Source: an optimization exercise on an open RTL-to-GDS flow (aim: small area, a short achievable clock period and few clock cycles). Production flows keep margins and buffers that such runs may drop.
At most, simulation tests tie the RTL to the original design; equivalence was not proved.
Power figures rest on the tool's default switching activity, not on a simulated workload.

build 45:
// qm_top
module qm_top (
    input  logic        clk,
    input  logic        rst_n,
    input  logic        psel,
    input  logic        penable,
    input  logic        pwrite,
    input  logic [11:0] paddr,
    input  logic [31:0] pwdata,
    output logic [31:0] prdata,
    output logic        pready,
    output logic        pslverr
);
    function automatic logic [31:0] lowest(input logic [31:0] x);
        logic [31:0] p;
        p = x;
        for (int s = 0; s < 5; s++) begin
            for (int i = 0; i < 32; i++) begin
                if ((i >> s) & 1) p[i] = p[i] | p[((i >> s) << s) - 1];
            end
        end
        lowest = x & ~{p[30:0], 1'b0};
    endfunction
    function automatic logic [4:0] enc(input logic [31:0] oh);
        enc = '0;
        for (int i = 0; i < 32; i++) begin
            if (oh[i]) enc = enc | 5'(i);
        end
    endfunction
    logic setup, access;
    logic a_onset, a_ctrl, a_status, a_result, mapped;
    logic [4:0] k;
    assign setup    = psel & ~penable;
    assign access   = psel & penable;
    assign a_onset  = (paddr == 12'h000);
    assign a_ctrl   = (paddr == 12'h004);
    assign a_status = (paddr == 12'h008);
    assign a_result = (paddr[11:7] == 5'b00010) && (paddr[1:0] == 2'b00);
    assign mapped   = a_onset | a_ctrl | a_status | a_result;
    assign k        = paddr[6:2];
    logic [31:0] onset, spec, run_onset;
    logic        busy, busy_q, pend, done;
    logic        chg;
    logic [1:0]  stab;
    logic        prep_ok;
    assign spec = (psel && pwrite && a_onset) ? pwdata : onset;
    assign chg  = ~busy & ((setup & pwrite & a_onset) | busy_q);
    always_ff @(posedge clk) begin
        if (!rst_n) begin
            onset <= '0;
        end else if (access && pwrite && a_onset) begin
            onset <= pwdata;
        end
        if (!busy) begin
            run_onset <= spec;
        end
    end
    logic [31:0] row_nz_c;            
    logic [31:0] rowbits;             
    logic [4:0]  mcur;                
    logic [31:0] rr;                  
    logic [31:0] src_oh, row_c;
    logic [31:0] v_oh, rest;
    logic [4:0]  v;
    logic        ess;
    logic        prepping, go_q;
    logic        start_now, step, first, ins, last, any;
    logic [5:0]  prime_cnt, ess_cnt, pc_inc, ec_inc;
    logic [4:0]  age;
  ...
export LEC_CHECK = 0
export CAP_MARGIN = 30
export CORE_MARGIN = 2
export CORE_UTILIZATION = 40
export SLEW_MARGIN = 20
create_clock -name core_clock -period 12.0 [get_ports {clk}]
standard.sh (not shown) runs the stock make flow with config.mk's settings and CLKGATE_MAP_FILE= SYNTH_SCRIPT=/design/flow/synth_recipe.tcl, a recipe that flattens the netlist after the stock synthesis.
==> flow/flow/run.sh <==
#!/bin/bash
# Standard ORFS flow, with timing repair aiming past the clock target, plain
# buffers on the ports, lighter design repair and smaller clock buffers.
set -euo pipefail
bash standard.sh SETUP_SLACK_MARGIN=8 CAP_MARGIN=10 SLEW_MARGIN=10 \
  'BUFFER_PORTS_ARGS=-buffer_cell sky130_fd_sc_hd__buf_2' \
  'CTS_BUF_LIST=sky130_fd_sc_hd__clkbuf_4 sky130_fd_sc_hd__clkbuf_8' \
  finish > standard.log 2>&1
For build 80, these inputs were changed with respect to build 45:
==> flow/flow/run.sh <==
#!/bin/bash
# Standard ORFS flow, with timing repair aiming past the clock target and
# plain buffers on the ports.
set -euo pipefail
bash standard.sh SETUP_SLACK_MARGIN=8 'BUFFER_PORTS_ARGS=-buffer_cell sky130_fd_sc_hd__buf_2' finish > standard.log 2>&1
### Flow results
Build 80 vs build 45 on worst hold slack: build 80 is the lower one.
Leakage power down about 3% in build 80 wrt build 45
Going from build 45 to build 80, switching fraction of total power fell by 0.18 points; count of plain and timing-repair buffers fell by 29; overall power fell by 0.13 mW; clock power share rose by 0.4 points; post-route clock period utilization rose by 0.40 points.
There was hardly any difference in clock distribution area overhead in the final layout between build 80 and build 45.
Diff build 45 -> build 80: sequential share of layout area grew by 0.73 points, cell count shrank by 1.9%.
> inputs changed (build 80 -> build 5)
==> flow/flow/run.sh <==
#!/bin/bash
# Standard ORFS flow, with timing repair aiming past the clock target and
# plain buffers on the ports.
set -euo pipefail
bash standard.sh SETUP_SLACK_MARGIN=6 'BUFFER_PORTS_ARGS=-buffer_cell sky130_fd_sc_hd__buf_2' finish > standard.log 2>&1
--- outcome ---
From build 80 to build 5 the numbers moved as follows: sum of routed wire length over all layers shows a reduction of 13000 µm, multi-input combinational area share now larger. Between build 5 and build 80, the met3 usage in global routing is higher for build 80. Final critical-path required period (build 5 over build 80): increase, 980 ps. Post-layout worst setup margin for build 5 is lower than for build 80. Build 5 vs. build 80: clock skew went down by 32 ps; routed length on met2 moved down. Sort build 5 and build 80 by final core area utilization, ascending, and build 5 comes first. Going from build 80 to build 5, sum of internal, switching and leakage power decreased about 8%, total global-route track usage decreased 3.6 points, pin count of the biggest net entering global routing decreased 16.
Function was not checked in any run of this note: the RTL went through the layout flow alone.


## run 1
qm_top, a different RTL version from the one above (not shown whole).
For scale: about 530 flip-flops, ~83 I/O pins.
// qm_top
module qm_top (
    input  logic        clk,
    input  logic        rst_n,
    input  logic        psel,
    input  logic        penable,
    input  logic        pwrite,
    input  logic [11:0] paddr,
    input  logic [31:0] pwdata,
    output logic [31:0] prdata,
    output logic        pready,
    output logic        pslverr
);
    function automatic logic [31:0] lowest(input logic [31:0] x);
        logic [31:0] p;
        p = x;
        for (int s = 0; s < 5; s++) begin
            for (int i = 0; i < 32; i++) begin
                if ((i >> s) & 1) p[i] = p[i] | p[((i >> s) << s) - 1];
            end
        end
        lowest = x & ~{p[30:0], 1'b0};
    endfunction
    function automatic logic [4:0] enc(input logic [31:0] oh);
        enc = '0;
        for (int i = 0; i < 32; i++) begin
            if (oh[i]) enc = enc | 5'(i);
        end
    endfunction
    logic setup, access;
    logic a_onset, a_ctrl, a_status, a_result, mapped;
    logic [4:0] k;
    assign setup    = psel & ~penable;
    assign access   = psel & penable;
    assign a_onset  = (paddr == 12'h000);
    assign a_ctrl   = (paddr == 12'h004);
    assign a_status = (paddr == 12'h008);
    assign a_result = (paddr[11:7] == 5'b00010) && (paddr[1:0] == 2'b00);
    assign mapped   = a_onset | a_ctrl | a_status | a_result;
    assign k        = paddr[6:2];
    logic [31:0] onset, spec, run_onset;
    logic        busy, busy_q, pend, done;
    logic        chg;
    logic [1:0]  stab;
    logic        prep_ok;
    assign spec = (psel && pwrite && a_onset) ? pwdata : onset;
    assign chg  = ~busy & ((setup & pwrite & a_onset) | busy_q);
    always_ff @(posedge clk) begin
        if (!rst_n) begin
            onset <= '0;
        end else if (access && pwrite && a_onset) begin
            onset <= pwdata;
        end
        if (!busy) begin
            run_onset <= spec;
        end
    end
    logic [31:0] row_nz_c;            
    logic [31:0] rowbits;             
    logic [4:0]  mcur;                
    logic [31:0] rr;                  
    logic [31:0] src_oh, row_c;
  ...
Settings: LEC_CHECK=0, ABC_AREA=1, CAP_MARGIN=30, CORE_MARGIN=2, CORE_UTILIZATION=45, SLEW_MARGIN=20; clock period 12.0 ns.
==> flow/flow/run.sh <==
#!/bin/bash
# Standard ORFS flow, with timing repair aiming past the clock target and
# plain buffers on the ports.
set -euo pipefail
bash standard.sh SETUP_SLACK_MARGIN=8 'BUFFER_PORTS_ARGS=-buffer_cell sky130_fd_sc_hd__buf_2' finish > standard.log 2>&1
Testbench counts of run 1, summed over its fixed seeds: cycles 7,828.
Inputs modified between run 1 and run 2:
# run 1
export LEC_CHECK = 0
export ABC_AREA = 1
export CAP_MARGIN = 30
export CORE_MARGIN = 2
export CORE_UTILIZATION = 45
export SLEW_MARGIN = 20
create_clock -name core_clock -period 12.0 [get_ports {clk}]
# run 2
export LEC_CHECK = 0
export ABC_AREA = 1
export CAP_MARGIN = 30
export CORE_MARGIN = 2
export CORE_UTILIZATION = 40
export SLEW_MARGIN = 20
create_clock -name core_clock -period 12.0 [get_ports {clk}]
### Flow results
Run 2: flow completed, timing, DRC and antenna clean
Worst setup path startpoint: paddr[6] -> run 1, rd_onset -> run 2
In terms of total overflow reported by the global router, run 2 and run 1 differ only marginally.
Path length in cells of the critical path delta for run 2 relative to run 1: 9 lower
Placement-stage cell area across run 2 and run 1: no real change.
Higher part of the cycle the worst path needs was reported by run 2, not run 1.
Comparing run 1 against run 2, there is no change at all in final count of hold timing violations.
Comparing run 2 and run 1, starting utilization of the core area is lower on run 2.
When run 2 is measured against run 1, its combinational fraction of design power turns out 0.4 points lower.
## Diff of input files: run 3 against run 2
# run 2
export LEC_CHECK = 0
export ABC_AREA = 1
export CAP_MARGIN = 30
export CORE_MARGIN = 2
export CORE_UTILIZATION = 40
export SLEW_MARGIN = 20
create_clock -name core_clock -period 12.0 [get_ports {clk}]
# run 3
export LEC_CHECK = 0
export ABC_AREA = 1
export CAP_MARGIN = 30
export CORE_MARGIN = 2
export CORE_UTILIZATION = 45
export SLEW_MARGIN = 20
create_clock -name core_clock -period 12.0 [get_ports {clk}]
-- flow/flow/run.sh --
<<< run 2, line 3
# plain buffers on the ports.
>>> run 3, line 3
# plain buffers on the ports, and a clock tree without dummy loads.
<<< run 2, line 5
>>> run 3, line 5
export CTS_ARGS='-sink_clustering_enable -repair_clock_nets -dont_use_dummy_load'
[summary]
Run 3 ends up with a inverter count that is 0.44% higher than in run 2. Delta (run 3 minus run 2): HPWL reported at the end of detailed placement went up by 1.3%; internal cell power went down by 5.7%; area share of and/or/nand/nor cells after synthesis was more or less identical. Run 3 vs run 2, beginning of the critical path: rd_status vs rd_onset.
Here is what was changed in the inputs of run 4 compared with run 3.
# run 3
export LEC_CHECK = 0
export ABC_AREA = 1
export CAP_MARGIN = 30
export CORE_MARGIN = 2
export CORE_UTILIZATION = 45
export SLEW_MARGIN = 20
create_clock -name core_clock -period 12.0 [get_ports {clk}]
# run 4
export LEC_CHECK = 0
export ABC_AREA = 1
export CAP_MARGIN = 30
export CORE_MARGIN = 2
export CORE_UTILIZATION = 40
export SLEW_MARGIN = 20
create_clock -name core_clock -period 12.0 [get_ports {clk}]
-- flow/flow/run.sh --
<<< run 3, line 3
# plain buffers on the ports, and a clock tree without dummy loads.
>>> run 4, line 3
# plain buffers on the ports.
Notes after the runs:
Run 3 ended up with reg -> out as its type of the worst setup path; run 4 ended up with reg -> reg. The run showing the greater core area is run 4. Run 4 and run 3 ended up with roughly the same async set or reset register ratio after synthesis. Summary — number of ordinary inverters in the final layout, run 4 relative to run 3: lower, by 2.
diff inputs: run 4 => run 5
# run 4
export LEC_CHECK = 0
export ABC_AREA = 1
export CAP_MARGIN = 30
export CORE_MARGIN = 2
export CORE_UTILIZATION = 40
export SLEW_MARGIN = 20
create_clock -name core_clock -period 12.0 [get_ports {clk}]
# run 5
export LEC_CHECK = 0
export ABC_AREA = 1
export CAP_MARGIN = 30
export CORE_MARGIN = 2
export CORE_UTILIZATION = 45
export SLEW_MARGIN = 20
create_clock -name core_clock -period 12.0 [get_ports {clk}]
Results
- The lower fraction of final layout cells sized beyond drive strength 1 came out of run 4.
- The core utilization of the finished layout number comes out lower for run 4 vs run 5.
- Across both runs, post-route worst setup slack was higher for run 5 than for run 4.
- Run 5 vs. run 4: number of cells on the critical path now sits lower; height of the die now sits lower; via count of the first global-routing pass now sits at about the same level; power share of the combinational group now sits higher.

## port drivers added, routing unchanged
No port has a modelled driver above. Below, the same layouts with a new extraction and two added sets of constraints.
Step 1 sets driving cells, clkbuf_16 on the clock port and buf_2 on the other inputs (assumed; they add their load-dependent delay and slew).
Step 2 times the ports against the registers' clock, not the clock port: input delays grow and output delays shrink by t, the midpoint of the rising clock arrivals with the driver on.
a / b / c = no drivers / after step 1 / after step 2; a / b = the first two.
run	shift t [ns]	setup slack, ns	worst setup path after step 2	pins driven straight from the clock port
build 45	0.744	7.551 / 7.563 / 6.819	input to register	1
build 80	0.681	7.503 / 7.518 / 6.836	input to register	1
build 5	0.685	6.524 / 6.524 / 6.074	input to register	1
run 1	0.676	8.060 / 8.007 / 7.422	input to register	1
run 2	0.692	8.024 / 7.961 / 7.431	input to register	1
run 3	0.644	8.056 / 7.995 / 7.504	input to register	1
run 4	0.670	8.025 / 7.982 / 7.471	input to register	1
run 5	0.644	8.056 / 7.995 / 7.504	input to register	1
After both steps setup and hold are still met in every run listed. For build 45, which loses most, drivers alone change the setup slack by +0.012 ns; drivers and shift together by -0.732 ns.
